Background: an optimization exercise with open tools, aiming at small area, a short achievable clock period and few clock cycles. Do not read the settings as production practice.
In this exercise RTL edits were held to simulation tests only and were not proved equivalent to the original.

==> flow/run.sh <==
#!/bin/bash
set -euo pipefail
MARGIN=5.4
CTS="-sink_clustering_enable -repair_clock_nets -sink_clustering_size 24 -sink_clustering_max_diameter 70 -buf_list sky130_fd_sc_hd__clkbuf_16 -dont_use_dummy_load"
sed -e "s/SETUP_SLACK_MARGIN=[0-9.]*/SETUP_SLACK_MARGIN=$MARGIN/" \
    -e "s/ \"\${@:-finish}\"/ CTS_ARGS=\"$CTS\" \"\${@:-finish}\"/" standard.sh > standard_margin.sh
grep -q "SETUP_SLACK_MARGIN=$MARGIN" standard_margin.sh
grep -q "dont_use_dummy_load" standard_margin.sh
bash standard_margin.sh > standard.log 2>&1
==> standard.sh <==
#!/bin/bash
# synth_recipe.tcl (not shown) runs the flow's synth.tcl, then flattens the netlist and writes it again
# the make line also repeats each setting of config.mk as NAME=value (left out here)
make -C /OpenROAD-flow-scripts/flow DESIGN_CONFIG=/design/flow/config.mk WORK_HOME=/design/flow/orfs CLKGATE_MAP_FILE= SYNTH_SCRIPT=/design/flow/synth_recipe.tcl "${@:-finish}"
==> config.mk <==
export PLATFORM = sky130hd
export DESIGN_NAME = aggregate_top
export DESIGN_NICKNAME = aggregate_top
export VERILOG_FILES = /design/flow/design.v
export SDC_FILE = /design/flow/constraint.sdc
export NUM_CORES = 4
export LEC_CHECK = 0
export CAP_MARGIN = 20
export CORE_MARGIN = 2
export CORE_UTILIZATION = 40
export CTS_BUF_LIST = sky130_fd_sc_hd__clkbuf_16
export CTS_CLUSTER_DIAMETER = 70
export CTS_CLUSTER_SIZE = 24
export SETUP_SLACK_MARGIN = 5
export SLEW_MARGIN = 20
==> constraint.sdc <==
create_clock -name core_clock -period 8.5 [get_ports {clk}]
set_input_delay 1.7000 -clock core_clock [delete_from_list [all_inputs] [get_ports {clk}]]
set_output_delay 1.7000 -clock core_clock [all_outputs]
set_load 0.01 [all_outputs]
==> design.v <==
package agg_pkg;
	localparam int NUM_VERTICES = 16;  
	localparam int FEAT_LANES = 4;  
	localparam int ELEM_W = 16;
	localparam int VADDR_W = 4;  
	localparam int COUNT_W = 8;
	localparam int PROD_W = 2 * ELEM_W;  
	localparam int FEAT_W = FEAT_LANES * ELEM_W;  
	localparam int CODE_W = 24;  
	localparam int ISSUE_W = 1 + CODE_W + 1 + 1 + 1 + VADDR_W;
	localparam int ISSUE_DST = 0;  
	localparam int ISSUE_RUN_END = VADDR_W;  
	localparam int ISSUE_LAST = VADDR_W + 1;  
	localparam int ISSUE_FIRST = VADDR_W + 2;  
	localparam int ISSUE_WEIGHT = VADDR_W + 3;  
	localparam int ISSUE_VALID = VADDR_W + 3 + CODE_W;
	localparam int MUL_ROWS = 2;  
	localparam int MUL_EXT = 1;  
endpackage
package link_pkg;
	localparam int CREDITS = 4;  
	localparam int PTR_W = 2;  
	localparam int CNT_W = 3;  
	localparam logic REC_HEADER = 1'b0;
	localparam logic REC_EDGE = 1'b1;
	localparam int REC_W = 1 + 4 + 8 + 16;
	localparam int REC_WEIGHT = 0;  
	localparam int REC_COUNT = 16;  
	localparam int REC_ADDR = 24;  
	localparam int REC_KIND = 28;
endpackage
`timescale 1ns/100ps
module feature_buffer #(
	parameter bit FWD = 0  
) (
	input logic clk,
	input logic we,
	input logic [agg_pkg::VADDR_W-1:0] wr_addr,
	input logic [agg_pkg::FEAT_W-1:0] wr_data,
	input logic rd_en,
	input logic [agg_pkg::VADDR_W-1:0] rd_addr,
	output logic [agg_pkg::FEAT_W-1:0] rd_data
);
	logic [agg_pkg::NUM_VERTICES-1:0][agg_pkg::FEAT_W-1:0] mem;
	logic [agg_pkg::NUM_VERTICES-1:0] wr_sel;
	logic [agg_pkg::NUM_VERTICES-1:0] rd_sel;
	logic fwd_hit;
	logic [agg_pkg::FEAT_W-1:0] rd_next;
	for (genvar i = 0; i < agg_pkg::NUM_VERTICES; i++) begin : g_slot
		assign wr_sel[i] = we && (wr_addr == agg_pkg::VADDR_W'(i));
		always_ff @(posedge clk) begin
			if (wr_sel[i]) begin
				mem[i] <= wr_data;
			end
		end
	end
	assign fwd_hit = FWD && we && (wr_addr == rd_addr);
	for (genvar i = 0; i < agg_pkg::NUM_VERTICES; i++) begin : g_sel
		assign rd_sel[i] = (rd_addr == agg_pkg::VADDR_W'(i)) && !(FWD && wr_sel[i]);
	end
	always_comb begin
		rd_next = {agg_pkg::FEAT_W{fwd_hit}} & wr_data;
		for (int i = 0; i < agg_pkg::NUM_VERTICES; i++) begin
			rd_next = rd_next | ({agg_pkg::FEAT_W{rd_sel[i]}} & mem[i]);
		end
	end
	always_ff @(posedge clk) begin
		if (rd_en) begin
			rd_data <= rd_next;
		end
	end
endmodule
`timescale 1ns/100ps
module record_ingress (
	input logic clk,
	input logic rst,
	input logic rec_valid,
	input logic [link_pkg::REC_W-1:0] rec,
	input logic pop,
	output logic [link_pkg::REC_W-1:0] head,
	output logic head_valid,
	output logic [3:0] head_addr,  
	output logic credit_return
);
	localparam int SLOT_W = 1 + 4 + 16;  
	logic [SLOT_W-1:0] mem [link_pkg::CREDITS];
	logic [SLOT_W-1:0] slot_in;
	logic [SLOT_W-1:0] slot_out;
	logic [link_pkg::PTR_W-1:0] wr_ptr;
	logic [link_pkg::PTR_W-1:0] rd_ptr;
	logic [link_pkg::CNT_W-1:0] count;
	logic do_pop;
	logic [link_pkg::PTR_W-1:0] rd_ptr_next;
	assign slot_in = {rec[link_pkg::REC_KIND], rec[link_pkg::REC_ADDR +: 4],
		(rec[link_pkg::REC_KIND] == link_pkg::REC_HEADER)
			? {8'd0, rec[link_pkg::REC_COUNT +: 8]} : rec[link_pkg::REC_WEIGHT +: 16]};
	assign slot_out = mem[rd_ptr];
	assign head = {slot_out[20:16], slot_out[7:0], slot_out[15:0]};
	assign head_valid = (count != '0);
	assign do_pop = pop && head_valid;
	assign rd_ptr_next = rd_ptr + do_pop;
	always_ff @(posedge clk) begin
		if (rec_valid && wr_ptr == rd_ptr_next) begin
			head_addr <= rec[link_pkg::REC_ADDR +: 4];
		end else begin
			head_addr <= mem[rd_ptr_next][19:16];
		end
	end
	always_ff @(posedge clk) begin
		if (rec_valid) begin
			mem[wr_ptr] <= slot_in;  
		end
	end
	always_ff @(posedge clk) begin
		if (rst) begin
			wr_ptr <= '0;
			rd_ptr <= '0;
			count <= '0;
			credit_return <= 1'b0;
		end else begin
			credit_return <= do_pop;  
			if (rec_valid) begin
				wr_ptr <= wr_ptr + 1'b1;  
			end
			if (do_pop) begin
				rd_ptr <= rd_ptr + 1'b1;
			end
			case ({rec_valid, do_pop})
				2'b10: count <= count + 1'b1;
				2'b01: count <= count - 1'b1;
				default: count <= count;
			endcase
		end
	end
endmodule
`timescale 1ns/100ps
module aggregate_ctrl (
	input logic clk,
	input logic rst,
	input logic start,
	input logic [agg_pkg::COUNT_W-1:0] num_vertices,
	input logic [link_pkg::REC_W-1:0] head,
	input logic head_valid,
	input logic [agg_pkg::VADDR_W-1:0] head_addr_q,  
	input logic load_we,
	output logic pop,
	output logic [agg_pkg::VADDR_W-1:0] src_rd_addr,
	output logic src_rd_en,
	output logic [agg_pkg::ISSUE_W-1:0] issue,
	output logic [agg_pkg::CODE_W-1:0] code_n,  
	output logic done,
	output logic busy
);
	logic pf_valid;
	logic pf_stale;  
	logic pf_header;
	logic [agg_pkg::VADDR_W-1:0] pf_addr;
	logic [agg_pkg::COUNT_W-1:0] pf_count;
	logic pf_count0;
	logic pf_count1;
	logic [agg_pkg::CODE_W-1:0] pf_code;  
	logic [agg_pkg::CODE_W-1:0] pf_code_n;  
	logic issuing;  
	logic in_run;  
	logic [agg_pkg::COUNT_W-1:0] vert_left;  
	logic [agg_pkg::COUNT_W-1:0] edges_left;  
	logic vl_is0, vl_is1, vl_is2;
	logic el_is1, el_is2;
	logic [agg_pkg::VADDR_W-1:0] cur_dst;
	logic [agg_pkg::VADDR_W-1:0] head_addr;
	logic [agg_pkg::COUNT_W-1:0] head_count;
	logic [agg_pkg::ELEM_W-1:0] head_weight;
	logic head_header;
	logic [agg_pkg::CODE_W-1:0] head_code;
	logic [agg_pkg::COUNT_W-1:0] vl;  
	logic vl_eq0, vl_eq1, vl_eq2;  
	logic pf_ready;
	logic take;
	logic take_h;  
	logic take_e;  
	logic term_last;
	logic term_end;
	logic pf_valid_n;
	logic pf_stale_n;
	logic pf_header_n;
	logic pf_count0_n;
	logic vl_is0_n, vl_is1_n;
	logic el_is1_n;
	logic issuing_n;
	logic in_run_n;
	logic [agg_pkg::COUNT_W-1:0] vert_left_n;
	logic [agg_pkg::COUNT_W-1:0] edges_left_n;
	logic term_end_n;
	logic done_n;
	assign head_addr = head[link_pkg::REC_ADDR +: agg_pkg::VADDR_W];
	assign head_count = head[link_pkg::REC_COUNT +: agg_pkg::COUNT_W];
	assign head_weight = head[link_pkg::REC_WEIGHT +: agg_pkg::ELEM_W];
	assign head_header = (head[link_pkg::REC_KIND] == link_pkg::REC_HEADER);
	booth_enc enc_i (
		.w(head_header ? agg_pkg::ELEM_W'(1) : head_weight),
		.code(head_code)
	);
	assign vl = start ? num_vertices : vert_left;
	assign vl_eq0 = start ? (num_vertices == '0) : vl_is0;
	assign vl_eq1 = start ? (num_vertices == agg_pkg::COUNT_W'(1)) : vl_is1;
	assign vl_eq2 = start ? (num_vertices == agg_pkg::COUNT_W'(2)) : vl_is2;
	assign pf_ready = pf_valid && !pf_stale;
	assign take = pf_ready && (issuing || start);
	assign take_h = take && pf_header;
	assign take_e = take && !pf_header;
	assign pop = head_valid && !load_we && !pf_stale && (!pf_valid || take);
	assign src_rd_addr = pf_stale ? pf_addr : head_addr_q;
	assign src_rd_en = pop || (pf_stale && !load_we);
	assign term_last = pf_header ? pf_count0 : el_is1;
	assign term_end = pf_header ? (pf_count0 && vl_eq1) : (el_is1 && vl_eq0);
	always_comb begin
		pf_valid_n = pop || (pf_valid && !take);
		pf_stale_n = load_we && pf_valid;  
		pf_header_n = pop ? head_header : pf_header;
		pf_count0_n = pop ? (head_count == '0) : pf_count0;
		vert_left_n = vl - take_h;
		vl_is0_n = take_h ? vl_eq1 : vl_eq0;
		vl_is1_n = take_h ? vl_eq2 : vl_eq1;
		if (take_h) begin
			edges_left_n = pf_count;
			el_is1_n = pf_count1;
		end else if (take_e) begin
			edges_left_n = edges_left - 1'b1;
			el_is1_n = el_is2;
		end else if (start) begin
			edges_left_n = '0;
			el_is1_n = 1'b0;
		end else begin
			edges_left_n = edges_left;
			el_is1_n = el_is1;
		end
		issuing_n = (issuing || start) && !(take && term_end);
		in_run_n = (in_run || start) && !done;
		term_end_n = pf_header_n ? (pf_count0_n && vl_is1_n) : (el_is1_n && vl_is0_n);
		done_n = (issuing_n && pf_valid_n && !pf_stale_n && term_end_n)
			|| (start && take && term_end);
	end
	assign issue[agg_pkg::ISSUE_VALID] = take;
	assign issue[agg_pkg::ISSUE_FIRST] = pf_header;
	assign issue[agg_pkg::ISSUE_LAST] = term_last;
	assign issue[agg_pkg::ISSUE_RUN_END] = 1'b0;  
	assign issue[agg_pkg::ISSUE_WEIGHT +: agg_pkg::CODE_W] = pf_code;
	assign code_n = pf_code_n;
	assign issue[agg_pkg::ISSUE_DST +: agg_pkg::VADDR_W] = pf_header ? pf_addr : cur_dst;
	always_ff @(posedge clk) begin
		if (rst) begin
			pf_valid <= 1'b0;
			pf_stale <= 1'b0;
			issuing <= 1'b0;
			in_run <= 1'b0;
			done <= 1'b0;
			busy <= 1'b0;
			vert_left <= '0;
			edges_left <= '0;
			vl_is0 <= 1'b1;
			vl_is1 <= 1'b0;
			vl_is2 <= 1'b0;
			el_is1 <= 1'b0;
			el_is2 <= 1'b0;
		end else begin
			pf_valid <= pf_valid_n;
			pf_stale <= pf_stale_n;
			issuing <= issuing_n;
			in_run <= in_run_n;
			done <= done_n;
			busy <= in_run_n && !done_n;
			vert_left <= vert_left_n;
			edges_left <= edges_left_n;
			vl_is0 <= vl_is0_n;
			vl_is1 <= vl_is1_n;
			vl_is2 <= (vert_left_n == agg_pkg::COUNT_W'(2));
			el_is1 <= el_is1_n;
			el_is2 <= (edges_left_n == agg_pkg::COUNT_W'(2));
		end
	end
	always_ff @(posedge clk) begin
		pf_header <= pf_header_n;
		pf_count0 <= pf_count0_n;
		if (pop) begin
			pf_addr <= head_addr;
			pf_count <= head_count;
			pf_count1 <= (head_count == agg_pkg::COUNT_W'(1));
			pf_code <= head_code;
			pf_code_n <= ~head_code;
		end
		if (take && pf_header) begin
			cur_dst <= pf_addr;
		end
	end
endmodule
`timescale 1ns/100ps
module vector_mac (
	input logic clk,
	input logic rst,
	input logic [agg_pkg::ISSUE_W-1:0] issue,
	input logic [agg_pkg::CODE_W-1:0] code_n,  
	input logic [agg_pkg::FEAT_W-1:0] src_data,
	output logic dst_we,
	output logic [agg_pkg::VADDR_W-1:0] dst_addr,
	output logic [agg_pkg::FEAT_W-1:0] dst_data
);
	localparam int ROWS = agg_pkg::MUL_ROWS;
	logic [agg_pkg::CODE_W-1:0] code;
	logic s2_valid;
	logic s2_last;
	logic [agg_pkg::VADDR_W-1:0] s2_dst;
	logic [agg_pkg::FEAT_LANES*ROWS*agg_pkg::ELEM_W-1:0] s1_rows;
	logic [agg_pkg::FEAT_LANES*ROWS*agg_pkg::ELEM_W-1:0] s2_rows;
	logic [agg_pkg::FEAT_LANES*agg_pkg::MUL_EXT-1:0] s1_ext;
	logic [agg_pkg::FEAT_LANES*agg_pkg::MUL_EXT-1:0] s2_ext;
	logic [agg_pkg::FEAT_W-1:0] acc;  
	logic acc_clear;  
	logic [agg_pkg::FEAT_W-1:0] acc_next;
	assign code = issue[agg_pkg::ISSUE_WEIGHT +: agg_pkg::CODE_W];
	for (genvar i = 0; i < agg_pkg::FEAT_LANES; i++) begin : g_lane
		localparam int RW = ROWS * agg_pkg::ELEM_W;
		mul_lo16_cs mul_i (
			.a(src_data[i*agg_pkg::ELEM_W +: agg_pkg::ELEM_W]),
			.code(i < agg_pkg::FEAT_LANES / 2 ? code : ~code_n),
			.rows(s1_rows[i*RW +: RW]),
			.ext(s1_ext[i*agg_pkg::MUL_EXT +: agg_pkg::MUL_EXT])
		);
		acc_sum_cs sum_i (
			.acc(acc[i*agg_pkg::ELEM_W +: agg_pkg::ELEM_W]),
			.rows(s2_rows[i*RW +: RW]),
			.ext(s2_ext[i*agg_pkg::MUL_EXT +: agg_pkg::MUL_EXT]),
			.sum(acc_next[i*agg_pkg::ELEM_W +: agg_pkg::ELEM_W])  
		);
	end
	always_ff @(posedge clk) begin
		if (rst) begin
			s2_valid <= 1'b0;
		end else begin
			s2_valid <= issue[agg_pkg::ISSUE_VALID];
		end
	end
	always_ff @(posedge clk) begin
		s2_last <= issue[agg_pkg::ISSUE_LAST];
		s2_dst <= issue[agg_pkg::ISSUE_DST +: agg_pkg::VADDR_W];
		s2_rows <= s1_rows;
		s2_ext <= s1_ext;
	end
	assign acc_clear = issue[agg_pkg::ISSUE_VALID] && issue[agg_pkg::ISSUE_FIRST];
	always_ff @(posedge clk) begin
		if (acc_clear) begin
			acc <= '0;
		end else if (s2_valid) begin
			acc <= acc_next;
		end
	end
	assign dst_we = s2_valid && s2_last;
	assign dst_addr = s2_dst;
	assign dst_data = acc_next;
endmodule
module booth_enc (
	input logic [15:0] w,
	output logic [23:0] code  
);
	logic [16:0] wx;
	assign wx = {w, 1'b0};
	for (genvar j = 0; j < 8; j++) begin : g_digit
		logic b0, b1, b2;  
		assign b0 = wx[2*j];
		assign b1 = wx[2*j+1];
		assign b2 = wx[2*j+2];
		assign code[j] = b1 ^ b0;  
		assign code[8+j] = (b2 & !b1 & !b0) | (!b2 & b1 & b0);  
		assign code[16+j] = b2 & !(b1 & b0);  
	end
endmodule
module mul_lo16_cs (
	input logic [15:0] a,
	input logic [23:0] code,
	output logic [2*16-1:0] rows,
	output logic [1-1:0] ext  
);
	logic [7:0] one, two, neg;
	logic [16:0] ax;
	assign {neg, two, one} = code;
	assign ax = {a, 1'b0};
	logic [15:0] pp0;  
	for (genvar k = 0; k < 16; k++) begin : g_pp0
		assign pp0[k] = ((one[0] & ax[k+1]) | (two[0] & ax[k])) ^ neg[0];
	end
	logic [13:0] pp1;  
	for (genvar k = 0; k < 14; k++) begin : g_pp1
		assign pp1[k] = ((one[1] & ax[k+1]) | (two[1] & ax[k])) ^ neg[1];
	end
	logic [11:0] pp2;  
	for (genvar k = 0; k < 12; k++) begin : g_pp2
		assign pp2[k] = ((one[2] & ax[k+1]) | (two[2] & ax[k])) ^ neg[2];
	end
	logic [9:0] pp3;  
	for (genvar k = 0; k < 10; k++) begin : g_pp3
		assign pp3[k] = ((one[3] & ax[k+1]) | (two[3] & ax[k])) ^ neg[3];
	end
	logic [7:0] pp4;  
	for (genvar k = 0; k < 8; k++) begin : g_pp4
		assign pp4[k] = ((one[4] & ax[k+1]) | (two[4] & ax[k])) ^ neg[4];
	end
	logic [5:0] pp5;  
	for (genvar k = 0; k < 6; k++) begin : g_pp5
		assign pp5[k] = ((one[5] & ax[k+1]) | (two[5] & ax[k])) ^ neg[5];
	end
	logic [3:0] pp6;  
	for (genvar k = 0; k < 4; k++) begin : g_pp6
		assign pp6[k] = ((one[6] & ax[k+1]) | (two[6] & ax[k])) ^ neg[6];
	end
	logic [1:0] pp7;  
	for (genvar k = 0; k < 2; k++) begin : g_pp7
		assign pp7[k] = ((one[7] & ax[k+1]) | (two[7] & ax[k])) ^ neg[7];
	end
	logic m1;
	logic m2;
	logic m3;
	logic m4;
	logic m5;
	logic m6;
	logic m7;
	logic m8;
	logic m9;
	logic m10;
	logic m11;
	logic m12;
	logic m13;
	logic m14;
	logic m15;
	logic m16;
	logic m17;
	logic m18;
	logic m19;
	logic m20;
	logic m21;
	logic m22;
	logic m23;
	logic m24;
	logic m25;
	logic m26;
	logic m27;
	logic m28;
	logic m29;
	logic m30;
	logic m31;
	logic m32;
	logic m33;
	logic m34;
	logic m35;
	logic m36;
	logic m37;
	logic m38;
	logic m39;
	logic m40;
	logic m41;
	logic m42;
	logic m43;
	logic m44;
	logic m45;
	logic m46;
	logic m47;
	logic m48;
	logic m49;
	logic m50;
	logic m51;
	logic m52;
	logic m53;
	logic m54;
	logic m55;
	logic m56;
	logic m57;
	logic m58;
	logic m59;
	logic m60;
	logic m61;
	logic m62;
	logic m63;
	logic m64;
	logic m65;
	logic m66;
	logic m67;
	logic m68;
	logic m69;
	logic m70;
	logic m71;
	logic m72;
	logic m73;
	logic m74;
	logic m75;
	logic m76;
	logic m77;
	logic m78;
	logic m79;
	logic m80;
	logic m81;
	logic m82;
	logic m83;
	logic m84;
	logic m85;
	logic m86;
	logic m87;
	logic m88;
	logic m89;
	logic m90;
	logic m91;
	logic m92;
	logic m93;
	logic m94;
	logic m95;
	logic m96;
	logic m97;
	logic m98;
	assign m1 = pp0[10] ^ pp1[8];
	assign m2 = pp0[10] & pp1[8];
	assign m3 = pp0[11] ^ pp1[9];
	assign m4 = pp0[11] & pp1[9];
	assign m5 = pp0[12] ^ pp1[10] ^ pp2[8];
	assign m6 = (pp0[12] & pp1[10]) | (pp0[12] & pp2[8]) | (pp1[10] & pp2[8]);
	assign m7 = pp3[6] ^ pp4[4];
	assign m8 = pp3[6] & pp4[4];
	assign m9 = pp0[13] ^ pp1[11] ^ pp2[9];
	assign m10 = (pp0[13] & pp1[11]) | (pp0[13] & pp2[9]) | (pp1[11] & pp2[9]);
	assign m11 = pp3[7] ^ pp4[5];
	assign m12 = pp3[7] & pp4[5];
	assign m13 = pp0[14] ^ pp1[12] ^ pp2[10];
	assign m14 = (pp0[14] & pp1[12]) | (pp0[14] & pp2[10]) | (pp1[12] & pp2[10]);
	assign m15 = pp3[8] ^ pp4[6] ^ pp5[4];
	assign m16 = (pp3[8] & pp4[6]) | (pp3[8] & pp5[4]) | (pp4[6] & pp5[4]);
	assign m17 = pp6[2] ^ pp7[0];
	assign m18 = pp6[2] & pp7[0];
	assign m19 = pp0[6] ^ pp1[4];
	assign m20 = pp0[6] & pp1[4];
	assign m21 = pp0[7] ^ pp1[5];
	assign m22 = pp0[7] & pp1[5];
	assign m23 = pp0[8] ^ pp1[6] ^ pp2[4];
	assign m24 = (pp0[8] & pp1[6]) | (pp0[8] & pp2[4]) | (pp1[6] & pp2[4]);
	assign m25 = pp3[2] ^ pp4[0];
	assign m26 = pp3[2] & pp4[0];
	assign m27 = pp0[9] ^ pp1[7] ^ pp2[5];
	assign m28 = (pp0[9] & pp1[7]) | (pp0[9] & pp2[5]) | (pp1[7] & pp2[5]);
	assign m29 = pp3[3] ^ pp4[1];
	assign m30 = pp3[3] & pp4[1];
	assign m31 = m1 ^ pp2[6] ^ pp3[4];
	assign m32 = (m1 & pp2[6]) | (m1 & pp3[4]) | (pp2[6] & pp3[4]);
	assign m33 = pp4[2] ^ pp5[0] ^ neg[5];
	assign m34 = (pp4[2] & pp5[0]) | (pp4[2] & neg[5]) | (pp5[0] & neg[5]);
	assign m35 = m2 ^ m3 ^ pp2[7];
	assign m36 = (m2 & m3) | (m2 & pp2[7]) | (m3 & pp2[7]);
	assign m37 = pp3[5] ^ pp4[3] ^ pp5[1];
	assign m38 = (pp3[5] & pp4[3]) | (pp3[5] & pp5[1]) | (pp4[3] & pp5[1]);
	assign m39 = m4 ^ m5 ^ m7;
	assign m40 = (m4 & m5) | (m4 & m7) | (m5 & m7);
	assign m41 = pp5[2] ^ pp6[0] ^ neg[6];
	assign m42 = (pp5[2] & pp6[0]) | (pp5[2] & neg[6]) | (pp6[0] & neg[6]);
	assign m43 = m6 ^ m8 ^ m9;
	assign m44 = (m6 & m8) | (m6 & m9) | (m8 & m9);
	assign m45 = m11 ^ pp5[3] ^ pp6[1];
	assign m46 = (m11 & pp5[3]) | (m11 & pp6[1]) | (pp5[3] & pp6[1]);
	assign m47 = m10 ^ m12 ^ m13;
	assign m48 = (m10 & m12) | (m10 & m13) | (m12 & m13);
	assign m49 = m15 ^ m17 ^ neg[7];
	assign m50 = (m15 & m17) | (m15 & neg[7]) | (m17 & neg[7]);
	assign m51 = pp0[4] ^ pp1[2];
	assign m52 = pp0[4] & pp1[2];
	assign m53 = pp0[5] ^ pp1[3];
	assign m54 = pp0[5] & pp1[3];
	assign m55 = m19 ^ pp2[2] ^ pp3[0];
	assign m56 = (m19 & pp2[2]) | (m19 & pp3[0]) | (pp2[2] & pp3[0]);
	assign m57 = m20 ^ m21 ^ pp2[3];
	assign m58 = (m20 & m21) | (m20 & pp2[3]) | (m21 & pp2[3]);
	assign m59 = m22 ^ m23 ^ m25;
	assign m60 = (m22 & m23) | (m22 & m25) | (m23 & m25);
	assign m61 = m24 ^ m26 ^ m27;
	assign m62 = (m24 & m26) | (m24 & m27) | (m26 & m27);
	assign m63 = m28 ^ m30 ^ m31;
	assign m64 = (m28 & m30) | (m28 & m31) | (m30 & m31);
	assign m65 = m32 ^ m34 ^ m35;
	assign m66 = (m32 & m34) | (m32 & m35) | (m34 & m35);
	assign m67 = m36 ^ m38 ^ m39;
	assign m68 = (m36 & m38) | (m36 & m39) | (m38 & m39);
	assign m69 = m40 ^ m42 ^ m43;
	assign m70 = (m40 & m42) | (m40 & m43) | (m42 & m43);
	assign m71 = m44 ^ m46 ^ m47;
	assign m72 = (m44 & m46) | (m44 & m47) | (m46 & m47);
	assign m73 = pp0[2] ^ pp1[0];
	assign m74 = pp0[2] & pp1[0];
	assign m75 = pp0[3] ^ pp1[1];
	assign m76 = pp0[3] & pp1[1];
	assign m77 = m51 ^ pp2[0] ^ neg[2];
	assign m78 = (m51 & pp2[0]) | (m51 & neg[2]) | (pp2[0] & neg[2]);
	assign m79 = m52 ^ m53 ^ pp2[1];
	assign m80 = (m52 & m53) | (m52 & pp2[1]) | (m53 & pp2[1]);
	assign m81 = m54 ^ m55 ^ neg[3];
	assign m82 = (m54 & m55) | (m54 & neg[3]) | (m55 & neg[3]);
	assign m83 = m56 ^ m57 ^ pp3[1];
	assign m84 = (m56 & m57) | (m56 & pp3[1]) | (m57 & pp3[1]);
	assign m85 = m58 ^ m59 ^ neg[4];
	assign m86 = (m58 & m59) | (m58 & neg[4]) | (m59 & neg[4]);
	assign m87 = m60 ^ m61 ^ m29;
	assign m88 = (m60 & m61) | (m60 & m29) | (m61 & m29);
	assign m89 = m62 ^ m63 ^ m33;
	assign m90 = (m62 & m63) | (m62 & m33) | (m63 & m33);
	assign m91 = m64 ^ m65 ^ m37;
	assign m92 = (m64 & m65) | (m64 & m37) | (m65 & m37);
	assign m93 = m66 ^ m67 ^ m41;
	assign m94 = (m66 & m67) | (m66 & m41) | (m67 & m41);
	assign m95 = m68 ^ m69 ^ m45;
	assign m96 = (m68 & m69) | (m68 & m45) | (m69 & m45);
	assign m97 = m70 ^ m71 ^ m49;
	assign m98 = (m70 & m71) | (m70 & m49) | (m71 & m49);
	assign rows[0*16 +: 16] = {(pp0[15] ^ pp1[13] ^ pp2[11] ^ pp3[9] ^ pp4[7] ^ pp5[5] ^ pp6[3] ^ pp7[1] ^ m14 ^ m16 ^ m18), m96, m94, m92, m90, m88, m86, m84, m82, m80, m78, m76, m74, m73, pp0[1], pp0[0]};
	assign rows[1*16 +: 16] = {(m48 ^ m50 ^ m72), m97, m95, m93, m91, m89, m87, m85, m83, m81, m79, m77, m75, neg[1], 1'b0, neg[0]};
	assign ext[0] = m98;
endmodule
module acc_sum_cs (
	input logic [15:0] acc,
	input logic [2*16-1:0] rows,
	input logic [1-1:0] ext,
	output logic [15:0] sum
);
	logic s1;
	logic s2;
	logic s3;
	logic s4;
	logic s5;
	logic s6;
	logic s7;
	logic s8;
	logic s9;
	logic s10;
	logic s11;
	logic s12;
	logic s13;
	logic s14;
	logic s15;
	logic s16;
	logic s17;
	logic s18;
	logic s19;
	logic s20;
	logic s21;
	logic s22;
	logic s23;
	logic s24;
	logic s25;
	logic s26;
	logic s27;
	logic s28;
	logic s29;
	logic s30;
	logic s31;
	logic s32;
	logic s33;
	logic s34;
	assign s1 = acc[15] ^ rows[0*16+15];
	assign s2 = acc[15] & rows[0*16+15];
	assign s3 = acc[0] ^ rows[0*16+0];
	assign s4 = acc[0] & rows[0*16+0];
	assign s5 = acc[1] ^ rows[0*16+1] ^ rows[1*16+1];
	assign s6 = (acc[1] & rows[0*16+1]) | (acc[1] & rows[1*16+1]) | (rows[0*16+1] & rows[1*16+1]);
	assign s7 = acc[2] ^ rows[0*16+2] ^ rows[1*16+2];
	assign s8 = (acc[2] & rows[0*16+2]) | (acc[2] & rows[1*16+2]) | (rows[0*16+2] & rows[1*16+2]);
	assign s9 = acc[3] ^ rows[0*16+3] ^ rows[1*16+3];
	assign s10 = (acc[3] & rows[0*16+3]) | (acc[3] & rows[1*16+3]) | (rows[0*16+3] & rows[1*16+3]);
	assign s11 = acc[4] ^ rows[0*16+4] ^ rows[1*16+4];
	assign s12 = (acc[4] & rows[0*16+4]) | (acc[4] & rows[1*16+4]) | (rows[0*16+4] & rows[1*16+4]);
	assign s13 = acc[5] ^ rows[0*16+5] ^ rows[1*16+5];
	assign s14 = (acc[5] & rows[0*16+5]) | (acc[5] & rows[1*16+5]) | (rows[0*16+5] & rows[1*16+5]);
	assign s15 = acc[6] ^ rows[0*16+6] ^ rows[1*16+6];
	assign s16 = (acc[6] & rows[0*16+6]) | (acc[6] & rows[1*16+6]) | (rows[0*16+6] & rows[1*16+6]);
	assign s17 = acc[7] ^ rows[0*16+7] ^ rows[1*16+7];
	assign s18 = (acc[7] & rows[0*16+7]) | (acc[7] & rows[1*16+7]) | (rows[0*16+7] & rows[1*16+7]);
	assign s19 = acc[8] ^ rows[0*16+8] ^ rows[1*16+8];
	assign s20 = (acc[8] & rows[0*16+8]) | (acc[8] & rows[1*16+8]) | (rows[0*16+8] & rows[1*16+8]);
	assign s21 = acc[9] ^ rows[0*16+9] ^ rows[1*16+9];
	assign s22 = (acc[9] & rows[0*16+9]) | (acc[9] & rows[1*16+9]) | (rows[0*16+9] & rows[1*16+9]);
	assign s23 = acc[10] ^ rows[0*16+10] ^ rows[1*16+10];
	assign s24 = (acc[10] & rows[0*16+10]) | (acc[10] & rows[1*16+10]) | (rows[0*16+10] & rows[1*16+10]);
	assign s25 = acc[11] ^ rows[0*16+11] ^ rows[1*16+11];
	assign s26 = (acc[11] & rows[0*16+11]) | (acc[11] & rows[1*16+11]) | (rows[0*16+11] & rows[1*16+11]);
	assign s27 = acc[12] ^ rows[0*16+12] ^ rows[1*16+12];
	assign s28 = (acc[12] & rows[0*16+12]) | (acc[12] & rows[1*16+12]) | (rows[0*16+12] & rows[1*16+12]);
	assign s29 = acc[13] ^ rows[0*16+13] ^ rows[1*16+13];
	assign s30 = (acc[13] & rows[0*16+13]) | (acc[13] & rows[1*16+13]) | (rows[0*16+13] & rows[1*16+13]);
	assign s31 = acc[14] ^ rows[0*16+14] ^ rows[1*16+14];
	assign s32 = (acc[14] & rows[0*16+14]) | (acc[14] & rows[1*16+14]) | (rows[0*16+14] & rows[1*16+14]);
	assign s33 = s1 ^ rows[1*16+15] ^ ext[0];
	assign s34 = (s1 & rows[1*16+15]) | (s1 & ext[0]) | (rows[1*16+15] & ext[0]);
	assign sum = {s32, s30, s28, s26, s24, s22, s20, s18, s16, s14, s12, s10, s8, s6, s4, s3} + {s33, s31, s29, s27, s25, s23, s21, s19, s17, s15, s13, s11, s9, s7, s5, rows[1*16+0]};
endmodule
`timescale 1ns/100ps
module aggregate_top (
	input logic clk,
	input logic rst,
	input logic start,
	input logic [agg_pkg::COUNT_W-1:0] num_vertices,
	input logic rec_valid,
	input logic [link_pkg::REC_W-1:0] rec,
	output logic credit_return,
	input logic load_we,
	input logic [agg_pkg::VADDR_W-1:0] load_addr,
	input logic [agg_pkg::FEAT_W-1:0] load_data,
	input logic [agg_pkg::VADDR_W-1:0] rd_addr,
	output logic [agg_pkg::FEAT_W-1:0] rd_data,
	output logic busy,
	output logic done
);
	logic [link_pkg::REC_W-1:0] head;
	logic head_valid;
	logic [agg_pkg::VADDR_W-1:0] head_addr;
	logic pop;
	logic [agg_pkg::VADDR_W-1:0] src_rd_addr;
	logic src_rd_en;
	logic [agg_pkg::FEAT_W-1:0] src_data;
	logic [agg_pkg::ISSUE_W-1:0] issue;
	logic [agg_pkg::CODE_W-1:0] code_n;
	logic dst_we;
	logic [agg_pkg::VADDR_W-1:0] dst_addr;
	logic [agg_pkg::FEAT_W-1:0] dst_data;
	record_ingress ingress_i (
		.clk(clk),
		.rst(rst),
		.rec_valid(rec_valid),
		.rec(rec),
		.pop(pop),
		.head(head),
		.head_valid(head_valid),
		.head_addr(head_addr),
		.credit_return(credit_return)
	);
	aggregate_ctrl ctrl_i (
		.clk(clk),
		.rst(rst),
		.start(start),
		.num_vertices(num_vertices),
		.head(head),
		.head_valid(head_valid),
		.head_addr_q(head_addr),
		.load_we(load_we),
		.pop(pop),
		.src_rd_addr(src_rd_addr),
		.src_rd_en(src_rd_en),
		.issue(issue),
		.code_n(code_n),
		.done(done),
		.busy(busy)
	);
	feature_buffer #(.FWD(0)) src_buf_i (  
		.clk(clk),
		.we(load_we),
		.wr_addr(load_addr),
		.wr_data(load_data),
		.rd_en(src_rd_en),
		.rd_addr(src_rd_addr),
		.rd_data(src_data)
	);
	vector_mac mac_i (
		.clk(clk),
		.rst(rst),
		.issue(issue),
		.code_n(code_n),
		.src_data(src_data),
		.dst_we(dst_we),
		.dst_addr(dst_addr),
		.dst_data(dst_data)
	);
	feature_buffer #(.FWD(1)) dst_buf_i (  
		.clk(clk),
		.we(dst_we),
		.wr_addr(dst_addr),
		.wr_data(dst_data),
		.rd_en(1'b1),
		.rd_addr(rd_addr),
		.rd_data(rd_data)
	);
endmodule
==> metrics.yaml, run 1 <==
outcome: "timing/DRC/antenna clean"
drc: 0
final_nets: 7243
crit_top_cell: "fa_1"
rsz0062_at_grt: "yes"
wl_per_cell_um: 30.70
finalMaxSlewViolations: 0
synth-warning-count: 5
cts_hold_buffers: 0
grt_pass1_wl_mm: 439.4
cp.arrival_ns: 4.01
vias: 62290
start_util_pct: 40.26
grt_max_degree: 74
crit_type: "reg2reg"
totalWireLength_mm: 313.2
cts_max_path_buffers: 3
place_congestion: 0.8464
dieHeight_um: 512.5
path_cells: "inv_2, o22ai_4, xnor2_2, fa_1, inv_1, fa_1, inv_1, fa_1, inv_2, fa_2"
worstSkewPairLatency_ns: 0.85
fillerInstances: 21990
drtAntennaViolNets: 0
post-route-util_pct: 46.08
slowest_delay_ns: 0.60
firstDrtPassIters: 7
avgSynthCellArea_um2: 16.06
core.rowCount: 186
dp_hpwl_mm: 173.6
drtIter0Drc: 8182
grt_pass1_vias: 60530
antenna_found_initial: 41
clk_pin_slew_ns: 0.09
hold_class: "reg2reg"
worst_clock_skew_ns: 0.1263
required_ns: 9.22
h-tree-depth: 4
cp-end-kind: "flip-flop"
cts_tree: "yes"
ys.flop_type: "edfxtp_1"
die_w_um: 512.5
layout_min_cycle_time_ns: 3.295
synthTopCellsByArea: "edfxtp_1 66%, dfxtp_1 5.8%, a22oi_1 5.5%"
layout-drive-gt1-share_pct: 17.07
synth_top_area_cell: "edfxtp_1"
ys_ff_latch: 2562
finalNonFillerCells: 10200
synth_nets: 6878
fmax_mhz: 303.5
syn_inst: 6439
startpoint_type: "flip-flop"
finalCritPeriodShare_pct: 38.76
holdWs_ns: 0.4297
io_buffers: 180
maxCapViolations: 0
numCtsBuffers: 150
cts.sinks: 2562
yosysTopAreaCellShare_pct: 65.64
grt_overflow: 0
critPathSlowestCell: "edfxtp_1"
path_max_fanout: 3
syn-cell-area_um2: 103400
synth_edf_count: 2261
core_area_um2: 256900
grtUsageTotal_pct: 22.90
tightestPinTransition_ns: 1.106
place_inst: 9801
slew_headroom_pct: 26.29
die_area_um2: 262700
rr_worst_depth: 10
setup_viol: 0
finalHoldViolCount: 0
ys_types: 94
pin_count: 181
via_per_inst: 6.106
holdPathStages: 2
fin_tns_setup_ns: 0
synth-seq-area-share_pct: 71.46
root_buffer: "clkbuf_16"
async_flop_share_pct: 0
syn_to_final_growth_pct: 14.44
[layout by cell type (no fill, tap or decap), types with 92 or more instances in the layout]
master / Yosys / routed
ha_1: 136 / 118
clkbuf_16: 0 / 156
o22ai_1: 138 / 116
inv_1: 229 / 189
a22oi_1: 759 / 698
xnor2_1: 320 / 307
a222oi_1: 142 / 142
nand2_1: 122 / 118
edfxtp_1: 2261 / 2261
o21ai_0: 130 / 92
dfxtp_1: 301 / 233
a22o_1: 115 / 113
fa_1: 189 / 170
clkdlybuf4s50_1: 0 / 104
buf_4: 8 / 267
nor2_1: 224 / 182
nand4_1: 110 / 110
[cell usage after synthesis (13+ instances only)]
cell type and number:
nor2b_1 16, nand4_1 110, inv_1 229, xor2_1 88
fa_1 189, a31oi_1 13, nand3_1 56, edfxtp_1 2261
buf_2 84, a211o_1 43, a21oi_1 69, a211oi_1 15
o21ai_0 130, mux4_2 14, a21o_1 24, nor2_1 224
a22o_1 115, and2_1 26, a22oi_1 759, nand2_1 122
o221a_2 14, mux2i_1 62, ha_1 136, xnor2_1 320
nand2b_1 26, a221oi_1 79, clkbuf_1 263, nor3_1 52
o22ai_1 138, mux2_2 25, buf_1 47, dfxtp_1 301
o211ai_1 41, a222oi_1 142
[critical path: cells and delay by family, from the launching register on]
family,cells,cell delay (ns)
compound gates,1,0.18
xor+xnor,1,0.11
fa+ha+maj,4,2.01
buf+inv,4,0.27
flops,1,0.60
[area by class of cell]
class / count / area [um2] / area share [%]
inverter: 238 / 963.4 / 0.8138
clock buffer: 150 / 3754 / 3.171
tap: 3384 / 4234 / 3.577
timing repair inverter: 6 / 42.54 / 0.03594
multi-input combinational: 3239 / 29050 / 24.54
timing repair buffer: 607 / 6218 / 5.253
sequential: 2562 / 74080 / 62.58
antenna: 15 / 37.54 / 0.03171
[routing by layer]
metal	routed length, um	GRT usage (%)
met4	10030	6.833
met2	151100	38.15
met1	125600	30.87
met5	203	0
met3	26210	3.644
[worst paths after layout]
kind / slack [ns] / from / end
setup / recovery: 5.21 / src_buf_i.rd_data[61] / mac_i.s2_rows[126]
hold / removal: 0.43 / ctrl_i.pf_valid / ctrl_i.pf_stale
setup reg to reg: 5.21 / src_buf_i.rd_data[61] / mac_i.s2_rows[126]
hold reg to reg: 0.43 / ctrl_i.pf_valid / ctrl_i.pf_stale
[registers in the layout, summed over array words and instances (netlist names), 3 cells and up, named ones only]
signal / flops
src_buf_i.rd_data: 64
mac_i.s2_ext: 4
ingress_i.mem: 84
ctrl_i.pf_count: 8
ctrl_i.cur_dst: 4
ctrl_i.pf_code_n: 24
dst_buf_i.mem: 1024
mac_i.s2_rows: 120
mac_i.s2_dst: 4
ctrl_i.vert_left: 8
src_buf_i.mem: 1024
ingress_i.count: 3
ctrl_i.edges_left: 8
dst_buf_i.rd_data: 64
mac_i.acc: 64
ctrl_i.pf_code: 24
ctrl_i.pf_addr: 4
ingress_i.head_addr: 4
[through the flow]
step	setup slack, ns	area [um2]
CTS	5.204	116700
global placement	3.467	110300
floorplan	4.063	104200
finish	5.205	118400
global route	5.138	118400
detailed placement	3.401	110300
[timing repair]
action	4_1_cts	5_1_grt
hold endpoints to repair	0	0
endpoints found under the setup margin	2263	644
buffers inserted	138	68
resized for setup	724	204
cloned	15	14
pin swaps	84	98
[kinds of logic (layout without fill, tap and decap cells)]
kind of cell	Yosys count	in the layout	synth area share, %
buffers and inverters	642	1001	2.478
adders and majority gates	325	325	5.303
AOI/OAI and AO/OA	1666	1666	12.31
and+or+nand+nor	724	727	3.551
DFF	2562	2562	71.46
muxes	112	112	1.442
xor gates and xnor gates	408	409	3.455
other	0	15	0
Testbench counts, summed over its fixed seeds: cycles 3,824.
==> run 2: changes to the inputs <==
==> flow/run.sh (replaced) <==
#!/bin/bash
set -euo pipefail
MARGIN=5.4
PORTBUF=sky130_fd_sc_hd__buf_4
sed -e "s/SETUP_SLACK_MARGIN=[0-9.]*/SETUP_SLACK_MARGIN=$MARGIN/" \
    -e "s/ \"\${@:-finish}\"/ BUFFER_PORTS_ARGS=\"-buffer_cell $PORTBUF\" \"\${@:-finish}\"/" standard.sh > standard_margin.sh
grep -q "SETUP_SLACK_MARGIN=$MARGIN" standard_margin.sh
grep -q "BUFFER_PORTS_ARGS" standard_margin.sh
bash standard_margin.sh > standard.log 2>&1
==> run 2 against run 1 <==
Largest cell class unchanged. Cell count is 0.54% higher. Setup slack worse by 0.11 ns. Clock skew is 0.061 ns lower. Maximum frequency is 3.3% lower. Global-route usage is 0.20 points higher.
==> metrics.yaml, run 2 <==
cp-end-kind: "flip-flop"
synth_top_area_cell: "edfxtp_1"
tightestPinTransition_ns: 1.169  # +0.06350 ns
fmax_mhz: 293.7  # -3.3%
final_area_um2: 118200  # -0.11%
drtIter0Drc: 8686  # +6.2%
die_w_um: 512.5  # unchanged
totalWireLength_mm: 312.6  # -0.18%
syn_to_final_growth_pct: 14.31
synthTopCellsByArea: "edfxtp_1 66%, dfxtp_1 5.8%, a22oi_1 5.5%"
mostFrequentLayoutCell: "edfxtp_1"
grt_pass1_wl_mm: 442.8  # +0.79%
drtAntennaViolNets: 0  # unchanged
core.rowCount: 186  # unchanged
dp_hpwl_mm: 174.8  # +0.71%
rsz0062_at_grt: "yes"
fin_tns_setup_ns: 0  # unchanged
slowest_delay_ns: 0.74  # +0.14 ns
crit_family: "adder cells"
vias: 62230  # -0.087%
setup_viol: 0  # unchanged
antenna_found_initial: 29  # -29%
crit_type: "reg2reg"
grt_max_degree: 74  # unchanged
clk_pin_slew_ns: 0.09  # about the same
cts.sinks: 2562  # unchanged
synth_edf_count: 2261  # unchanged
finalNonFillerCells: 10260  # +0.54%
hold_class: "reg2reg"
ys_types: 94  # unchanged
synth_nets: 6878  # unchanged
path_cells: "inv_2, buf_4, o22ai_2, xnor2_1, fa_1, fa_1, fa_1, inv_1, fa_1"
place_area_um2: 109800  # -0.43%
cts_tree: "yes"
root_buffer: "clkbuf_16"
layout-drive-gt1-share_pct: 17.53  # +0.46 points
synth-seq-area-share_pct: 71.46  # unchanged
via_per_inst: 6.068  # -0.62%
synth_common_cells: "2261 x edfxtp_1, 759 x a22oi_1, 320 x xnor2_1, 301 x dfxtp_1, 263 x clkbuf_1"
place_congestion: 0.8290  # -2.1%
yosys.cell_count.top_type: "edfxtp_1"
critPathSlowestCell: "edfxtp_1"
io_buffers: 180  # unchanged
layout_min_cycle_time_ns: 3.405  # +0.1108 ns
wl_per_cell_um: 30.48  # -0.72%
cts_hold_buffers: 0  # unchanged
cp.arrival_ns: 4.11  # +0.10 ns
core_area_um2: 256900  # unchanged
path_max_fanout: 5  # +2
drc: 0  # unchanged
async_flop_share_pct: 0  # unchanged
ys_ff_latch: 2562  # unchanged
grt_overflow: 0  # unchanged
cts_max_path_buffers: 3  # unchanged
final_nets: 7203  # -0.55%
dieHeight_um: 512.5  # unchanged
pin_count: 181  # unchanged
numCtsBuffers: 145  # -3.3%
firstDrtPassIters: 6  # -1
required_ns: 9.21  # about the same
die_area_um2: 262700  # unchanged
synth-warning-count: 5  # unchanged
grt_pass1_vias: 60850  # +0.53%
worstSkewPairLatency_ns: 0.86  # about the same
path_buf_inv: 3  # -1
ys.flop_type: "edfxtp_1"
yosysTopAreaCellShare_pct: 65.64  # unchanged
outcome: "timing/DRC/antenna clean"
final_cell_mix: "2261 x edfxtp_1, 699 x a22oi_1, 402 x buf_4"
slew_headroom_pct: 22.06  # -4.2 points
h-tree-depth: 4  # unchanged
avgSynthCellArea_um2: 16.06  # unchanged
syn_inst: 6439  # unchanged
place_inst: 9797  # -0.041%
startpoint_type: "flip-flop"
grtUsageTotal_pct: 23.09  # +0.20 points
fillerInstances: 22110  # +0.55%
worst_clock_skew_ns: 0.06520  # -0.06111 ns
maxCapViolations: 0  # unchanged
finalMaxSlewViolations: 0  # unchanged
finalHoldViolCount: 0  # unchanged
top_regs: "dst_buf_i.mem: 1024 flops, src_buf_i.mem: 1024 flops, mac_i.s2_rows: 120 flops"
crit_top_cell: "fa_1"
syn-cell-area_um2: 103400  # unchanged
start_util_pct: 40.26  # unchanged
finalCritPeriodShare_pct: 40.06  # +1.3 points
[run 2: cell counts after synthesis]
No cell type changed its count.
[run 2: what timing repair did]
item / in CTS / in global routing
pin swaps: 91 / 71
cloned: 9 / 9
gates resized for setup: 326 / 141
endpoints found under the setup margin: 1609 / 641
setup buffers: 149 / 37
[run 2: logic make-up (layout without fill, tap and decap cells)]
family          Yosys count  count (layout)  share of synthesized area [%]
compound gates         1666            1666                          12.31
xor+xnor                408             409                          3.455
fa+ha+maj               325             325                          5.303
buf+inv                 642            1062                          2.478
flops                  2562            2562                          71.46
mux                     112             112                          1.442
other cells               0               9                              0
simple gates            724             727                          3.551
[run 2: final cells by class]
type / instances / area [um2] / share of cell area, %
inverter: 238 / 934.6 / 0.7904
timing repair inverter: 6 / 45.04 / 0.03809
tap: 3384 / 4234 / 3.581
timing repair buffer: 572 / 5469 / 4.625
sequential: 2562 / 74060 / 62.63
clock buffer: 146 / 3654 / 3.090
clock inverter: 100 / 1155 / 0.9766
multi-input combinational: 3239 / 28680 / 24.25
antenna: 9 / 22.52 / 0.01905
[run 2: worst paths after layout]
kind,depth (start not counted),from,to,slack [ns]
setup / recovery,9,src_buf_i.rd_data[58],mac_i.s2_rows[124],5.09
hold / removal,2,dst_buf_i.mem[996],dst_buf_i.rd_data[36],0.47
setup reg to reg,9,src_buf_i.rd_data[58],mac_i.s2_rows[124],5.09
hold reg to reg,2,dst_buf_i.mem[996],dst_buf_i.rd_data[36],0.47
[run 2: metrics by stage]
| stage | utilization, % | hold slack [ns] | setup WS [ns] |
|---|---|---|---|
| 2_1_floorplan | - | 0.3462 | 4.063 |
| 3_3_place_gp | 42.73 | 0.4652 | 3.952 |
| 3_5_place_dp | 42.75 | 0.4720 | 3.880 |
| 4_1_cts | 45.65 | 0.4653 | 5.082 |
| 5_1_grt | 46.02 | 0.5054 | 4.982 |
| 6_report | 46.02 | 0.4705 | 5.095 |
[run 2: worst register-to-register path: stages (launching register included)]
cell	delay, ns
edfxtp_1	0.74
inv_2	0.17
buf_4	0.18
o22ai_2	0.10
xnor2_1	0.15
fa_1	0.47
fa_1	0.47
fa_1	0.49
inv_1	0.05
fa_1	0.45
[run 2: per-layer routing]
metal	wire length, um	track usage, %
met1	124900	31.04
met4	10420	7.370
met3	26390	3.646
met5	222	0
met2	150700	38.40
==> run 3: changes to the inputs <==
==> flow/run.sh (replaced) <==
#!/bin/bash
set -euo pipefail
MARGIN=5.4
PORTBUF=sky130_fd_sc_hd__buf_2
sed -e "s/SETUP_SLACK_MARGIN=[0-9.]*/SETUP_SLACK_MARGIN=$MARGIN/" \
    -e "s/ \"\${@:-finish}\"/ BUFFER_PORTS_ARGS=\"-buffer_cell $PORTBUF\" \"\${@:-finish}\"/" standard.sh > standard_margin.sh
grep -q "SETUP_SLACK_MARGIN=$MARGIN" standard_margin.sh
grep -q "BUFFER_PORTS_ARGS" standard_margin.sh
bash standard_margin.sh > standard.log 2>&1
==> run 3 against run 2 <==
Still clean on timing, DRC and antenna. Setup slack gained 0.16 ns. Sequential cell count unchanged. First-iteration DRC count shrank 2.1%. Critical endpoint is now mac_i.s2_rows[29]. Cell count grew 0.47%. Design area is 0.38% higher.
==> metrics.yaml, run 3 <==
root_buffer: "clkbuf_16"
path_depth: 11  # +2
required_ns: 9.28  # +0.07 ns
pin_count: 181  # unchanged
path_cells: "buf_6, buf_12, buf_6, a22oi_2, xnor2_2, fa_2, fa_1, inv_1, fa_1, inv_2, fa_2"
grt_max_degree: 65  # -12%
drtIter0Drc: 8500  # -2.1%
drtAntennaViolNets: 0  # unchanged
slowest_delay_ns: 0.52  # -0.22 ns
grtUsageTotal_pct: 22.88  # -0.21 points
place_ws_ns: 3.738  # -0.1422 ns
grt_pass1_wl_mm: 439.4  # -0.77%
dp_hpwl_mm: 172.4  # -1.4%
tightestPinTransition_ns: 1.158  # -0.01099 ns
slew_headroom_pct: 21.98  # -0.083 points
r2r_start: "ctrl_i.pf_code[10]"
async_flop_share_pct: 0  # unchanged
place_area_um2: 109300  # -0.45%
h-tree-depth: 4  # unchanged
yosysTopAreaCellShare_pct: 65.64  # unchanged
rr_endpoint: "mac_i.s2_rows[29]"
fmax_mhz: 307.7  # +4.8%
dieHeight_um: 512.5  # unchanged
grt_pass1_vias: 60490  # -0.59%
hold_class: "reg2reg"
wl_per_cell_um: 30.35  # -0.41%
crit_family: "adder cells"
finalNonFillerCells: 10300  # +0.47%
setup_ws_ns: 5.250  # +0.1551 ns
antenna_found_initial: 34  # +17%
synth_edf_count: 2261  # unchanged
grt_overflow: 0  # unchanged
rr_worst_depth: 11  # +2
drc: 0  # unchanged
final_area_um2: 118700  # +0.38%
core.rowCount: 186  # unchanged
ys.flop_type: "edfxtp_1"
syn-cell-area_um2: 103400  # unchanged
cts_tree: "yes"
mostFrequentLayoutCell: "edfxtp_1"
cts.sinks: 2562  # unchanged
startpoint: "ctrl_i.pf_code[10]"
final_cell_mix: "2261 x edfxtp_1, 701 x a22oi_1, 300 x xnor2_1"
via_per_inst: 6.057  # -0.17%
layout-drive-gt1-share_pct: 18.97  # +1.4 points
cts_max_path_buffers: 3  # unchanged
synthTopCellsByArea: "edfxtp_1 66%, dfxtp_1 5.8%, a22oi_1 5.5%"
critPathSlowestCell: "fa_2"
finalCritPeriodShare_pct: 38.24  # -1.8 points
clk_pin_slew_ns: 0.09  # about the same
place_congestion: 0.8297  # about the same
path_buf_inv: 5  # +2
setup_viol: 0  # unchanged
fin_tns_setup_ns: 0  # unchanged
core_area_um2: 256900  # unchanged
yosys.cell_count.top_type: "edfxtp_1"
synth-warning-count: 5  # unchanged
worstSkewPairLatency_ns: 0.86  # about the same
rsz0062_at_grt: "yes"
reg2reg_slack_ns: 5.25  # +0.16 ns
path_max_fanout: 5  # unchanged
maxCapViolations: 0  # unchanged
worst_clock_skew_ns: 0.07421  # +0.009009 ns
die_area_um2: 262700  # unchanged
synth-seq-area-share_pct: 71.46  # unchanged
vias: 62410  # +0.29%
post-route-util_pct: 46.20  # +0.17 points
syn_inst: 6439  # unchanged
start_util_pct: 40.26  # unchanged
firstDrtPassIters: 8  # +2
avgSynthCellArea_um2: 16.06  # unchanged
synth_nets: 6878  # unchanged
finalMaxSlewViolations: 0  # unchanged
cp.arrival_ns: 4.03  # -0.08 ns
syn_to_final_growth_pct: 14.75
ys_ff_latch: 2562  # unchanged
numCtsBuffers: 144  # -0.69%
synth_top_area_cell: "edfxtp_1"
ys_types: 94  # unchanged
place_inst: 9793  # -0.041%
holdWs_ns: 0.4533  # -0.01723 ns
die_w_um: 512.5  # unchanged
cp-end-kind: "flip-flop"
final_nets: 7248  # +0.62%
fillerInstances: 22020  # -0.40%
outcome: "timing/DRC/antenna clean"
layout_min_cycle_time_ns: 3.250  # -0.1551 ns
finalHoldViolCount: 0  # unchanged
top_regs: "dst_buf_i.mem: 1024 flops, src_buf_i.mem: 1024 flops, mac_i.s2_rows: 120 flops"
crit_path_end: "mac_i.s2_rows[29]"
io_buffers: 180  # unchanged
startpoint_type: "flip-flop"
totalWireLength_mm: 312.8  # about the same
synth_common_cells: "2261 x edfxtp_1, 759 x a22oi_1, 320 x xnor2_1, 301 x dfxtp_1, 263 x clkbuf_1"
crit_type: "reg2reg"
-- run 3: cell counts after synthesis --
No cell type changed its count.
-- run 3: layout make-up --
class / instances / area [um2] / area share, %
multi-input cells: 3242 / 29050 / 24.47
well taps: 3384 / 4234 / 3.567
repair buffers: 617 / 5589 / 4.709
clock inverters: 97 / 1064 / 0.8960
repair inverters: 4 / 30.03 / 0.02530
diodes: 14 / 35.03 / 0.02952
inverters: 238 / 973.4 / 0.8201
flip-flops and latches: 2562 / 74070 / 62.41
clock buffers: 146 / 3654 / 3.078
-- run 3: per-layer routing --
layer  up-vias  wire (um)  track usage [%]  share of wire [%]
li1      26220          -                -                  -
met1     32420     125200            31.40                 40
met2      3223     149500            37.63                 48
met3       521      27610            3.556                8.8
met4        34      10180            6.707                3.3
met5         -        268                0              0.086
-- run 3: repair_timing --
action                                  4_1_cts  5_1_grt
endpoints found under the setup margin     1943      746
pin swaps                                   106       84
hold buffers                                  0        0
setup buffers                               164       65
cloned                                       14       11
gates resized for setup                     394      207
-- run 3: cells by family after synthesis --
group	Yosys count	share of synthesized area [%]
flops	2562	71.46
compound gates	1666	12.31
simple gates	724	3.551
buf+inv	642	2.478
xor+xnor	408	3.455
fa+ha+maj	325	5.303
mux	112	1.442
-- run 3: worst register-to-register path: stages, from the launching register on --
cell	delay, ns
edfxtp_1	0.43
buf_6	0.15
buf_12	0.13
buf_6	0.11
a22oi_2	0.18
xnor2_2	0.15
fa_2	0.45
fa_1	0.49
inv_1	0.05
fa_1	0.49
inv_2	0.04
fa_2	0.52
-- run 3: worst min path at each step --
| stage | from | to | slack (ns) | cells past startpoint |
|---|---|---|---|---|
| finish | ctrl_i.done | ctrl_i.in_run | 0.45 | 1 |
| global route | ctrl_i.done | ctrl_i.in_run | 0.47 | 1 |
| floorplan | ctrl_i.pf_code[16] | mac_i.s2_rows[48] | 0.35 | 0 |
| detailed placement | ctrl_i.done | ctrl_i.in_run | 0.43 | 1 |
| global placement | ctrl_i.done | ctrl_i.in_run | 0.42 | 1 |
| CTS | ctrl_i.done | ctrl_i.in_run | 0.45 | 1 |
==> run 4: changes to the inputs <==
--- a/config.mk
+++ b/config.mk
@@ -11,5 +11,6 @@
 export CTS_BUF_LIST = sky130_fd_sc_hd__clkbuf_16
 export CTS_CLUSTER_DIAMETER = 70
 export CTS_CLUSTER_SIZE = 24
+export PLACE_DENSITY = 0.68
 export SETUP_SLACK_MARGIN = 5
 export SLEW_MARGIN = 20
==> run 4 against run 3 <==
Critical path type unchanged. Via count up 1.1%. Clock skew down 0.0099 ns. Non-clock buffer count shrank 13. Routed wire length is 2.2% lower. Setup slack gained 0.029 ns. Still clean on timing, DRC and antenna. Die area is the same. Highest routed layer unchanged. Largest cell class unchanged.
==> metrics.yaml, run 4 <==
outcome: "timing/DRC/antenna clean"
mostFrequentLayoutCell: "edfxtp_1"
synth_top_area_cell: "edfxtp_1"
hold_class: "reg2reg"
cp.arrival_ns: 4.00  # -0.03 ns
synth_edf_count: 2261  # unchanged
drtIter0Drc: 9724  # +14%
finalCritPeriodShare_pct: 37.90  # -0.34 points
via_per_inst: 6.140  # +1.4%
fmax_mhz: 310.4  # +0.90%
layout_min_cycle_time_ns: 3.221  # -0.02889 ns
syn-cell-area_um2: 103400  # unchanged
io_buffers: 180  # unchanged
core.rowCount: 186  # unchanged
cts_max_path_buffers: 3  # unchanged
required_ns: 9.28  # about the same
core_area_um2: 256900  # unchanged
synthTopCellsByArea: "edfxtp_1 66%, dfxtp_1 5.8%, a22oi_1 5.5%"
syn_to_final_growth_pct: 14.50
clk_pin_slew_ns: 0.09  # about the same
totalWireLength_mm: 306.0  # -2.2%
regArea_um2: 74070  # about the same
synth-warning-count: 5  # unchanged
drc: 0  # unchanged
firstDrtPassIters: 9  # +1
antenna_found_initial: 46  # +35%
drtAntennaViolNets: 0  # unchanged
critPathSlowestCell: "edfxtp_1"
dieHeight_um: 512.5  # unchanged
grt_max_degree: 75  # +15%
vias: 63100  # +1.1%
fillerInstances: 21680  # -1.6%
setup_viol: 0  # unchanged
path_buf_inv: 5  # unchanged
root_buffer: "clkbuf_16"
grt_pass1_vias: 60880  # +0.65%
startpoint_type: "flip-flop"
path_max_fanout: 4  # -1
fin_tns_setup_ns: 0  # unchanged
tightestPinTransition_ns: 1.170  # +0.01159 ns
worst_clock_skew_ns: 0.06429  # -0.009923 ns
ys_types: 94  # unchanged
yosysTopAreaCellShare_pct: 65.64  # unchanged
crit_type: "reg2reg"
syn_inst: 6439  # unchanged
slowest_delay_ns: 0.54  # +0.02 ns
cts_tree: "yes"
grt_pass1_wl_mm: 428.1  # -2.6%
top_regs: "dst_buf_i.mem: 1024 flops, src_buf_i.mem: 1024 flops, mac_i.s2_rows: 120 flops"
pin_count: 181  # unchanged
synth_nets: 6878  # unchanged
cp-end-kind: "flip-flop"
place_congestion: 0.8321  # +0.29%
finalMaxSlewViolations: 0  # unchanged
wl_per_cell_um: 29.78  # -1.9%
h-tree-depth: 4  # unchanged
layout-drive-gt1-share_pct: 18.76  # -0.20 points
holdWs_ns: 0.4548  # +0.001521 ns
ys_ff_latch: 2562  # unchanged
yosys.cell_count.top_type: "edfxtp_1"
path_cells: "inv_2, buf_6, o22ai_4, xor2_1, fa_1, inv_1, fa_1, inv_1, fa_1, inv_1, fa_2"
numCtsBuffers: 138  # -4.2%
final_cell_mix: "2261 x edfxtp_1, 699 x a22oi_1, 299 x xnor2_1"
multi_input_area_um2: 29170  # +0.43%
avgSynthCellArea_um2: 16.06  # unchanged
place_inst: 9783  # -0.10%
grtUsageTotal_pct: 22.16  # -0.72 points
synth_common_cells: "2261 x edfxtp_1, 759 x a22oi_1, 320 x xnor2_1, 301 x dfxtp_1, 263 x clkbuf_1"
cts_hold_buffers: 0  # unchanged
synth-seq-area-share_pct: 71.46  # unchanged
finalNonFillerCells: 10280  # -0.27%
finalHoldViolCount: 0  # unchanged
ys.flop_type: "edfxtp_1"
worstSkewPairLatency_ns: 0.86  # about the same
start_util_pct: 40.26  # unchanged
async_flop_share_pct: 0  # unchanged
slew_headroom_pct: 22.02  # +0.043 points
dp_hpwl_mm: 165.8  # -3.8%
final_nets: 7233  # -0.21%
cts.sinks: 2562  # unchanged
die_w_um: 512.5  # unchanged
crit_family: "adder cells"
die_area_um2: 262700  # unchanged
grt_overflow: 0  # unchanged
rsz0062_at_grt: "yes"
maxCapViolations: 0  # unchanged
run 4: cell counts after synthesis:
No cell type changed its count.
run 4: cell type report:
cell class	instances	share of cell area, %
repair buffers	604	4.671
repair inverters	6	0.03803
multi-input cells	3244	24.63
clock inverters	85	0.7374
diodes	12	0.02535
inverters	238	0.8092
well taps	3384	3.575
flip-flops and latches	2562	62.54
clock buffers	141	2.979
run 4: routing by layer:
metal | wire, um | track usage [%] | vias to the layer above | part of all wire (%)
met1 | 114800 | 29.44 | 32020 | 38
met3 | 35470 | 4.918 | 776 | 12
li1 | - | - | 26210 | -
met5 | 349 | 0 | - | 0.11
met2 | 143000 | 35.66 | 4030 | 47
met4 | 12310 | 8.191 | 54 | 4.0
run 4: stage by stage:
step / util, % / cell area (um2) / setup WS [ns]
after global routing: 46.09 / 118400 / 5.198
after CTS: 45.38 / 116600 / 5.245
final: 46.10 / 118400 / 5.279
after global placement: 42.54 / 109300 / 3.846
after detailed placement: 42.54 / 109300 / 3.787
after floorplan: - / 104200 / 4.063
run 4: cells by family after synthesis:
logic type / after synthesis / synth area share, %
fa+ha+maj: 325 / 5.303
buf+inv: 642 / 2.478
flops: 2562 / 71.46
xor+xnor: 408 / 3.455
mux: 112 / 1.442
simple gates: 724 / 3.551
compound gates: 1666 / 12.31
run 4: what timing repair did:
action	4_1_cts	5_1_grt
cloned	19	12
gates resized for setup	366	209
pin swaps	123	104
endpoints found under the setup margin	1750	791
hold endpoints to repair	0	0
buffers inserted	138	84
run 4: final timing paths:
kind | start | depth (start not counted) | to | slack (ns)
max | src_buf_i.rd_data[41] | 11 | mac_i.s2_rows[94] | 5.28
max reg2reg | src_buf_i.rd_data[41] | 11 | mac_i.s2_rows[94] | 5.28
min reg2reg | ctrl_i.done | 1 | ctrl_i.in_run | 0.45
min | ctrl_i.done | 1 | ctrl_i.in_run | 0.45

==> re-timing with driven ports <==
The results above use ideal ports. As a check the final layouts listed here were re-extracted and re-timed, cells and wires unchanged.
Step 1 sets driving cells, clkbuf_16 on the clock port and buf_2 on the other inputs (assumed; they add their load-dependent delay and slew).
Step 2 times the ports against the registers' clock, not the clock port: input delays grow and output delays shrink by t, the midpoint of the rising clock arrivals with the driver on.
Slacks: no drivers / after step 1 / after step 2; pairs: no drivers / after step 1.
run | t (ns) | setup WS [ns] | hold slack, ns | worst slew at a driven data input, ns | pins driven straight from the clock port
run 1 | 0.889 | 5.205 / 5.205 / 4.574 | 0.430 / 0.430 / 0.430 | 0.17 | 1
run 2 | 0.924 | 5.095 / 5.095 / 4.538 | 0.471 / 0.471 / 0.471 | 0.17 | 1
run 3 | 0.926 | 5.250 / 5.250 / 4.548 | 0.453 / 0.453 / 0.453 | 0.20 | 1
run 4 | 0.933 | 5.279 / 5.279 / 4.551 | 0.455 / 0.455 / 0.455 | 0.18 | 1
After both steps setup and hold are still met in every run listed. The setup slack of run 4, which loses most, moves by 0.000 ns with the drivers and by -0.728 ns with both steps.
